This is an optimization exercise on Yosys and OpenROAD, whose aim is small area, a short achievable clock period and few clock cycles per item, not a production implementation.
In this exercise RTL edits were held to simulation tests only and were not proved equivalent to the original.
Power is estimated from default activity; no workload was simulated.

==> flow/design.v <==
package col2im_pkg;
   typedef enum logic [1:0] {
      ST_IDLE  = 2'd0,
      ST_ACCUM = 2'd1,
      ST_DRAIN = 2'd2
   } col2im_state_t;
   function automatic int calc_hp(input int w, input int k, input int s);
      calc_hp = (w - k) / s + 1;
   endfunction
   function automatic int calc_vp(input int h, input int k, input int s);
      calc_vp = (h - k) / s + 1;
   endfunction
   function automatic int calc_npos(input int w, input int h, input int k, input int s);
      calc_npos = calc_hp(w, k, s) * calc_vp(h, k, s);
   endfunction
   function automatic int calc_nelem(input int w, input int h, input int k, input int s);
      calc_nelem = calc_npos(w, h, k, s) * k * k;
   endfunction
   function automatic int cnt_w(input int n);
      cnt_w = (n > 1) ? $clog2(n) : 1;
   endfunction
endpackage
module col2im_addr_gen
#(
   parameter int IMAGE_WIDTH  = 8,
   parameter int IMAGE_HEIGHT = 8,
   parameter int KERNEL_SIZE  = 3,
   parameter int STRIDE       = 1,
   parameter int ROW_W        = col2im_pkg::cnt_w(IMAGE_HEIGHT),
   parameter int COL_W        = col2im_pkg::cnt_w(IMAGE_WIDTH)
) (
   input  logic             clk,
   input  logic             rst_n,
   input  logic             clr,
   input  logic             adv,
   output logic [ROW_W-1:0] row,
   output logic [COL_W-1:0] col,
   output logic             last
);
   localparam int HP  = col2im_pkg::calc_hp(IMAGE_WIDTH, KERNEL_SIZE, STRIDE);
   localparam int VP  = col2im_pkg::calc_vp(IMAGE_HEIGHT, KERNEL_SIZE, STRIDE);
   localparam int KW  = col2im_pkg::cnt_w(KERNEL_SIZE);
   localparam int PXW = col2im_pkg::cnt_w(HP);
   localparam int PYW = col2im_pkg::cnt_w(VP);
   localparam logic [KW-1:0]  KMAX  = KW'(KERNEL_SIZE - 1);
   localparam logic [PXW-1:0] PXMAX = PXW'(HP - 1);
   localparam logic [PYW-1:0] PYMAX = PYW'(VP - 1);
   logic [KW-1:0]  kc;
   logic [KW-1:0]  kr;
   logic [PXW-1:0] px;
   logic [PYW-1:0] py;
   logic           kc_end;
   logic           kr_end;
   logic           px_end;
   logic           py_end;
   assign kc_end = (kc == KMAX);
   assign kr_end = (kr == KMAX);
   assign px_end = (px == PXMAX);
   assign py_end = (py == PYMAX);
   assign last   = kc_end && kr_end && px_end && py_end;
   assign row = ROW_W'(32'(py) * 32'(STRIDE) + 32'(kr));
   assign col = COL_W'(32'(px) * 32'(STRIDE) + 32'(kc));
   always_ff @(posedge clk or negedge rst_n) begin
      if (!rst_n) begin
         kc <= '0;
         kr <= '0;
         px <= '0;
         py <= '0;
      end else if (clr) begin
         kc <= '0;
         kr <= '0;
         px <= '0;
         py <= '0;
      end else if (adv) begin
         if (!kc_end) begin
            kc <= kc + 1'b1;
         end else begin
            kc <= '0;
            if (!kr_end) begin
               kr <= kr + 1'b1;
            end else begin
               kr <= '0;
               if (!px_end) begin
                  px <= px + 1'b1;
               end else begin
                  px <= '0;
                  py <= py_end ? '0 : py + 1'b1;
               end
            end
         end
      end
   end
endmodule
module col2im_2d_stream
#(
   parameter int IMAGE_WIDTH  = 8,
   parameter int IMAGE_HEIGHT = 8,
   parameter int KERNEL_SIZE  = 3,
   parameter int STRIDE       = 1,
   parameter int DATA_WIDTH   = 8,
   parameter int ACC_WIDTH    = DATA_WIDTH + $clog2(KERNEL_SIZE * KERNEL_SIZE)
) (
   input  logic                  clk,
   input  logic                  rst_n,
   input  logic                  start,
   input  logic                  in_valid,
   input  logic [DATA_WIDTH-1:0] in_data,
   output logic                  in_ready,
   output logic                  out_valid,
   output logic [ACC_WIDTH-1:0]  out_data,
   output logic                  out_last,
   input  logic                  out_ready,
   output logic                  busy,
   output logic                  done
);
   localparam int NPIX = IMAGE_WIDTH * IMAGE_HEIGHT;
   localparam int IW   = col2im_pkg::cnt_w(NPIX);
   localparam int RW   = col2im_pkg::cnt_w(IMAGE_HEIGHT);
   localparam int CW   = col2im_pkg::cnt_w(IMAGE_WIDTH);
   localparam logic [IW-1:0] IDX_LAST = IW'(NPIX - 1);
   function automatic logic [ACC_WIDTH-1:0] acc_wrap(input logic [ACC_WIDTH-1:0] a,
                                                     input logic [DATA_WIDTH-1:0] d);
      acc_wrap = a + ACC_WIDTH'(d);
   endfunction
   col2im_pkg::col2im_state_t        state;
   logic [IW-1:0]        rd_idx;
   logic [ACC_WIDTH-1:0] acc [NPIX];
   logic [RW-1:0]        tgt_row;
   logic [CW-1:0]        tgt_col;
   logic                 tgt_last;
   logic                 frame_start;
   logic                 in_hs;
   logic                 out_hs;
   logic [IW-1:0]        wr_idx;
   logic [ACC_WIDTH-1:0] wr_sum;
   logic [IW-1:0]        nxt_idx;
   logic [ACC_WIDTH-1:0] nxt_pix;
   assign frame_start = (state == col2im_pkg::ST_IDLE) && start;
   assign in_hs       = in_valid && in_ready;
   assign out_hs      = out_valid && out_ready;
   col2im_addr_gen #(
      .IMAGE_WIDTH  (IMAGE_WIDTH),
      .IMAGE_HEIGHT (IMAGE_HEIGHT),
      .KERNEL_SIZE  (KERNEL_SIZE),
      .STRIDE       (STRIDE),
      .ROW_W        (RW),
      .COL_W        (CW)
   ) u_addr_gen (
      .clk   (clk),
      .rst_n (rst_n),
      .clr   (frame_start),
      .adv   (in_hs),
      .row   (tgt_row),
      .col   (tgt_col),
      .last  (tgt_last)
   );
   assign wr_idx = IW'(32'(tgt_row) * 32'(IMAGE_WIDTH) + 32'(tgt_col));
   assign wr_sum = acc_wrap(acc[wr_idx], in_data);
   always_comb begin
      nxt_idx = '0;
      if (state == col2im_pkg::ST_DRAIN) begin
         nxt_idx = rd_idx + 1'b1;
      end
      nxt_pix = acc[nxt_idx];
      if (in_hs && (wr_idx == nxt_idx)) begin
         nxt_pix = wr_sum;
      end
   end
   always_ff @(posedge clk) begin
      if (frame_start) begin
         for (int n = 0; n < NPIX; n++) begin
            acc[n] <= '0;
         end
      end else if (in_hs) begin
         acc[wr_idx] <= wr_sum;
      end
   end
   always_ff @(posedge clk or negedge rst_n) begin
      if (!rst_n) begin
         state     <= col2im_pkg::ST_IDLE;
         rd_idx    <= '0;
         in_ready  <= 1'b0;
         out_valid <= 1'b0;
         out_last  <= 1'b0;
         out_data  <= '0;
         busy      <= 1'b0;
         done      <= 1'b0;
      end else begin
         done <= 1'b0;
         case (state)
            col2im_pkg::ST_IDLE: begin
               if (start) begin
                  state    <= col2im_pkg::ST_ACCUM;
                  in_ready <= 1'b1;
                  busy     <= 1'b1;
               end
            end
            col2im_pkg::ST_ACCUM: begin
               if (in_hs && tgt_last) begin
                  state     <= col2im_pkg::ST_DRAIN;
                  in_ready  <= 1'b0;
                  out_valid <= 1'b1;
                  rd_idx    <= '0;
                  out_data  <= nxt_pix;
                  out_last  <= (NPIX == 1);
               end
            end
            col2im_pkg::ST_DRAIN: begin
               if (out_hs) begin
                  if (out_last) begin
                     state     <= col2im_pkg::ST_IDLE;
                     out_valid <= 1'b0;
                     out_last  <= 1'b0;
                     busy      <= 1'b0;
                     done      <= 1'b1;
                  end else begin
                     rd_idx   <= nxt_idx;
                     out_data <= nxt_pix;
                     out_last <= (nxt_idx == IDX_LAST);
                  end
               end
            end
            default: begin
               state     <= col2im_pkg::ST_IDLE;
               in_ready  <= 1'b0;
               out_valid <= 1'b0;
               out_last  <= 1'b0;
               busy      <= 1'b0;
            end
         endcase
      end
   end
endmodule
==> flow/run.sh <==
#!/bin/bash
# synth_recipe.tcl (not shown) runs the flow's synth.tcl, then flattens the netlist and writes it again
# the make line also repeats each setting of config.mk as NAME=value (left out here)
make -C /OpenROAD-flow-scripts/flow DESIGN_CONFIG=/design/flow/config.mk WORK_HOME=/design/flow/orfs CLKGATE_MAP_FILE= SYNTH_SCRIPT=/design/flow/synth_recipe.tcl finish
==> flow/config.mk <==
export PLATFORM = sky130hd
export DESIGN_NAME = col2im_2d_stream
export DESIGN_NICKNAME = col2im_2d_stream
export VERILOG_FILES = /design/flow/design.v
export SDC_FILE = /design/flow/constraint.sdc
export NUM_CORES = 4
export LEC_CHECK = 0
export CAP_MARGIN = 20
export CORE_MARGIN = 2
export CORE_UTILIZATION = 30
export SLEW_MARGIN = 20
==> flow/constraint.sdc <==
create_clock -name core_clock -period 10.0 [get_ports {clk}]
set_input_delay 2.0000 -clock core_clock [delete_from_list [all_inputs] [get_ports {clk}]]
set_output_delay 2.0000 -clock core_clock [all_outputs]
set_load 0.01 [all_outputs]
==> impl_metrics.csv <==
group,metric,value,unit
clocking,cts_max_level,3,
clocking,cts_max_path_buffers,3,
critical_path,worst_ep_arrival_time,8.44,ns
logic_synthesis,synthesis.nets,3961,
routing,dr.first_iter.drc_count,6370,
logic_synthesis,post_synth_inst_count,3933,
power,swShare,0.5330,
critical_path,path_common_cell,"nor2_1",
layout,layout-area-overhead-vs-synth,11.85,%
routing,post_drt_via_cell_ratio,6.165,
clocking,clk-insertion-delay-late,0.68,ns
power,power.ir.vdd_worst,0.0008214,V
power,power.sequential.fraction,0.232,
logic_synthesis,synth_edf_count,768,
logic_synthesis,synth_seq_cells,803,
power,power_frac_clock,0.193,
layout,final_design_area_no_fill,46930,um2
layout,mostFrequentLayoutCells,"768 x edfxtp_1, 723 x nor2_1, 399 x nand2_1, 282 x o22ai_1, 172 x a21oi_1",
floorplanning,dieWidth,378.0,um
timing,final_hold_viol_count,0,
global_routing,grt_use_total,0.2322,
floorplanning,floorplan.core_area,139200,um2
logic_synthesis,yosysUniqueCellTypes,74,
place,place_congestion,0.9952,
place,port-buffer-count,29,
critical_path,setup.worst_path.start_class,"register",
logic_synthesis,synth_area_per_cell,10.67,um2
timing,final-setup-viol-count,0,
global_routing,grt_max_degree,133,
routing,first_pass_iteration_count_of_the_detailed_router,6,
clocking,cts_tree,"built",
power,internal_power,7.813,mW
routing,wire_per_inst,30.00,um
outcome,result_of_the_run,"no timing/DRC/antenna violations",
power,power_density,356.5,nW/um2
critical_path,timing.critical_path.to_type,"register",
clocking,cts_buffers,89,
timing,finalHoldWorstSlack,0.4792,ns
job,maxCapViolations,0,
worst_hold_path,worst_hold_path_class,"register to register",
timing,timing.slew.headroom,0.1858,
critical_path,cp_max_fo,35,
clocking,clock_sink_count,803,
timing,timing.final.max_slew_violations,0,
clocking,clkSlewWorstSetupHoldPaths,0.06,ns
logic_synthesis,syn-cell-area,41960,um2
layout,post_route_cells_drive_above_1_share,0.1052,
logic_synthesis,synth.yosys.warnings,2,
floorplanning,fp-row-count,137,
global_routing,antenna_found_initial,5,
power,netSwitchingPower,8.918,mW
critical_path,critical_path_required,10.40,ns
timing,worst_margin_slew,1.217,ns
place,dp_hpwl,106800,um
routing,drt_drc_violations_left,0,
global_routing,grt_overflow,0,
logic_synthesis,synth-main-ff-cell,"edfxtp_1",
power,p_comb_frac,0.575,
critical_path,ordered_list_of_cells_on_the_worst_path,"ha_4 -> inv_1 -> fa_4 -> nor2b_2 -> buf_4 -> nand2_2 -> o22ai_1 -> nor4_1 -> nor2_1 -> nor4_1 -> nand3_1 -> nor2_1 -> ha_1 -> a21oi_1 -> nor2b_1 -> o21a_1 -> o21ai_0 -> a21oi_1 -> nand2_1 -> xor2_4 -> buf_4 -> nor2_1",
power,cellLeakagePower,15.84,nW
floorplanning,floorplan.initialDensity,0.3014,
logic_synthesis,synth-async-reset-ratio,0.04359,
place,placement.cell_area,44110,um2
floorplanning,die_boundary_height,378.0,um
logic_synthesis,seq_area_frac_synth,0.5705,
clocking,post_cts_buffers,0,
floorplanning,top_level_ports,30,
global_routing,grt_first_pass_wirelength,240500,um
floorplanning,dieArea,142900,um2
global_routing,grt_pass1_vias,32801,
routing,detailroute.via_count,35064,
timing,totalNegativeSetupSlack,0,ns
clocking,post_cts_hold_buffer_count,0,
clocking,clockRootBuffer,"clkbuf_16",
timing,timing.clock.skew,0.02944,ns
critical_path,critical-path-max-stage-delay,1.16,ns
critical_path,slowest_stage,"fa_4",
timing,period_needed,8.043,ns
layout,layout.cells.most_common,"edfxtp_1",
timing,max_freq,0.1243,GHz
routing,total_wire_length_after_detailed_routing,170700,um
critical_path,worstSetupPathType,"register to register",
clocking,cts-resized-gates,0,
routing,ant_nets,0,
timing,final.period_utilization,0.8043,
layout,net_count_of_the_finished_layout,3768,
timing,setup_repair_after_global_routing_missed_its_margin,"false",
state kept, by name, indices dropped and copies added, names as in the netlist:
signal	cells
u_addr_gen.kc	2
u_addr_gen.py	3
acc	768
busy	1
done	1
out_valid	1
rd_idx	6
out_data	12
u_addr_gen.px	3
in_ready	1
out_last	1
state	2
u_addr_gen.kr	2
worst max-delay path: cells and delay by family, from the launching register on:
family / cells / cell delay, ns
DFF: 1 / 0.44
and+or+nand+nor: 10 / 2.53
xor gates and xnor gates: 1 / 0.73
adders and majority gates: 3 / 1.61
AOI/OAI and AO/OA: 5 / 1.43
buffers and inverters: 3 / 0.90
cells in the mapped netlist (5+ instances only):
| master | instances | area, um2 |
|---|---|---|
| a211oi_1 | 63 | 473.0 |
| a21o_1 | 6 | 45.04 |
| a21oi_1 | 173 | 865.8 |
| a221oi_1 | 16 | 140.1 |
| a22oi_1 | 8 | 60.06 |
| a31oi_1 | 42 | 262.8 |
| a32oi_1 | 8 | 70.07 |
| and2_1 | 10 | 62.56 |
| and3_1 | 143 | 894.6 |
| buf_1 | 31 | 116.4 |
| buf_2 | 80 | 400.4 |
| buf_4 | 17 | 127.6 |
| clkbuf_1 | 302 | 1134 |
| dfrtp_1 | 35 | 875.8 |
| edfxtp_1 | 768 | 23060 |
| ha_1 | 12 | 150.1 |
| inv_1 | 16 | 60.06 |
| mux2_2 | 16 | 180.2 |
| mux2i_1 | 128 | 1281 |
| mux4_2 | 87 | 1959 |
| nand2_1 | 404 | 1516 |
| nand2b_1 | 8 | 50.05 |
| nand3_1 | 79 | 395.4 |
| nand3b_1 | 10 | 75.07 |
| nor2_1 | 736 | 2763 |
| nor2b_1 | 16 | 100.1 |
| nor3_1 | 83 | 415.4 |
| nor3b_1 | 12 | 90.09 |
| nor4_1 | 15 | 93.84 |
| o2111ai_1 | 5 | 43.79 |
| o211ai_1 | 21 | 157.7 |
| o21a_1 | 5 | 37.54 |
| o21ai_0 | 101 | 505.5 |
| o221ai_1 | 73 | 639.4 |
| o22ai_1 | 282 | 1764 |
| o31ai_1 | 17 | 127.6 |
| o41ai_1 | 5 | 43.79 |
| or3_1 | 6 | 37.54 |
| or4_1 | 5 | 37.54 |
| xnor2_1 | 11 | 96.34 |
| xor2_1 | 9 | 78.83 |
logic make-up (layout without fill, tap and decap cells):
kind of cell	after synthesis	count (layout)	synth area share
AND/OR/NAND/NOR	1549	1549	0.1600
AO/OA/AOI/OAI	867	867	0.1343
flip-flops	803	803	0.5705
buffers and inverters	447	324	0.04407
multiplexers	231	231	0.08153
XOR/XNOR	21	21	0.004563
adder cells (fa/ha/maj)	15	15	0.005010
other	0	2	0
metrics by stage:
step	setup WS (ns)	utilization	cells	power, mW
final	1.957	0.3372	5688	16.73
after global placement	2.352	0.3168	5524	13.01
after detailed placement	2.227	0.3169	5524	13.07
after CTS	2.191	0.3369	5685	16.26
after floorplan	4.420	-	3933	9.294
after global routing	1.758	0.3371	5686	17.02
routing by layer:
| metal | vias to the layer above | GRT usage | wire length [um] |
|---|---|---|---|
| li1 | 14344 | - | - |
| met5 | - | 0 | 23 |
| met1 | 17294 | 0.3093 | 63060 |
| met2 | 2916 | 0.3412 | 72300 |
| met3 | 506 | 0.06417 | 24830 |
| met4 | 4 | 0.1260 | 10450 |
layout make-up:
cell class	count	area, um2
Fill cell	13896	92260
Sequential cell	803	23940
Multi-Input combinational cell	2683	16470
Clock inverter	49	370.4
Clock buffer	112	2420
Tap cell	1876	2347
Inverter	16	60.06
Antenna cell	2	5.005
Timing Repair Buffer	147	1316
power groups by stage:
stage	logic (mW)	registers (mW)	clock network, mW
CTS	9.16	3.88	3.23
global route	9.77	3.89	3.36
detailed placement	9.12	3.95	0
finish	9.62	3.88	3.23
floorplan	5.37	3.92	0
global placement	9.07	3.95	0
worst paths after layout:
kind / to / slack (ns) / start / cells after the start
worst min register to register: out_data[0] / 0.48 / out_data[0] / 2
max in group asynchronous: rd_idx[0] / 7.98 / rst_n / 1
worst max-delay path: acc[63][9] / 1.96 / u_addr_gen.px[0] / 22
worst min-delay path: out_data[0] / 0.48 / out_data[0] / 2
worst max register to register: acc[63][9] / 1.96 / u_addr_gen.px[0] / 22
min in group asynchronous: rd_idx[5] / 1.43 / rst_n / 1
Testbench counts, summed over its fixed seeds: cycles 9,336, frames 24.

static timing again, ports no longer ideal:
The flow's constraints put no driver on any port. The routed layout listed below was extracted and timed again, unchanged, in two steps.
Step 1 assumes that a clkbuf_16 drives the clock port and a buf_2 every other input.
Step 2, shift: input delay + t, output delay - t, t = (earliest + latest rising clock arrival at the registers) / 2. This alone moves slack from input paths to output paths.
a / b / c = no drivers / after step 1 / after step 2; a / b = the first two.
t, ns: 0.743
slack for setup (ns): 1.957 / 1.957 / 1.957
worst setup path at the end: register to register
worst slew at a driven data input, ns: 0.04
After both steps this run still meets setup and hold. The setup slack of this run moves by 0.000 ns with the drivers and by 0.000 ns with both steps.
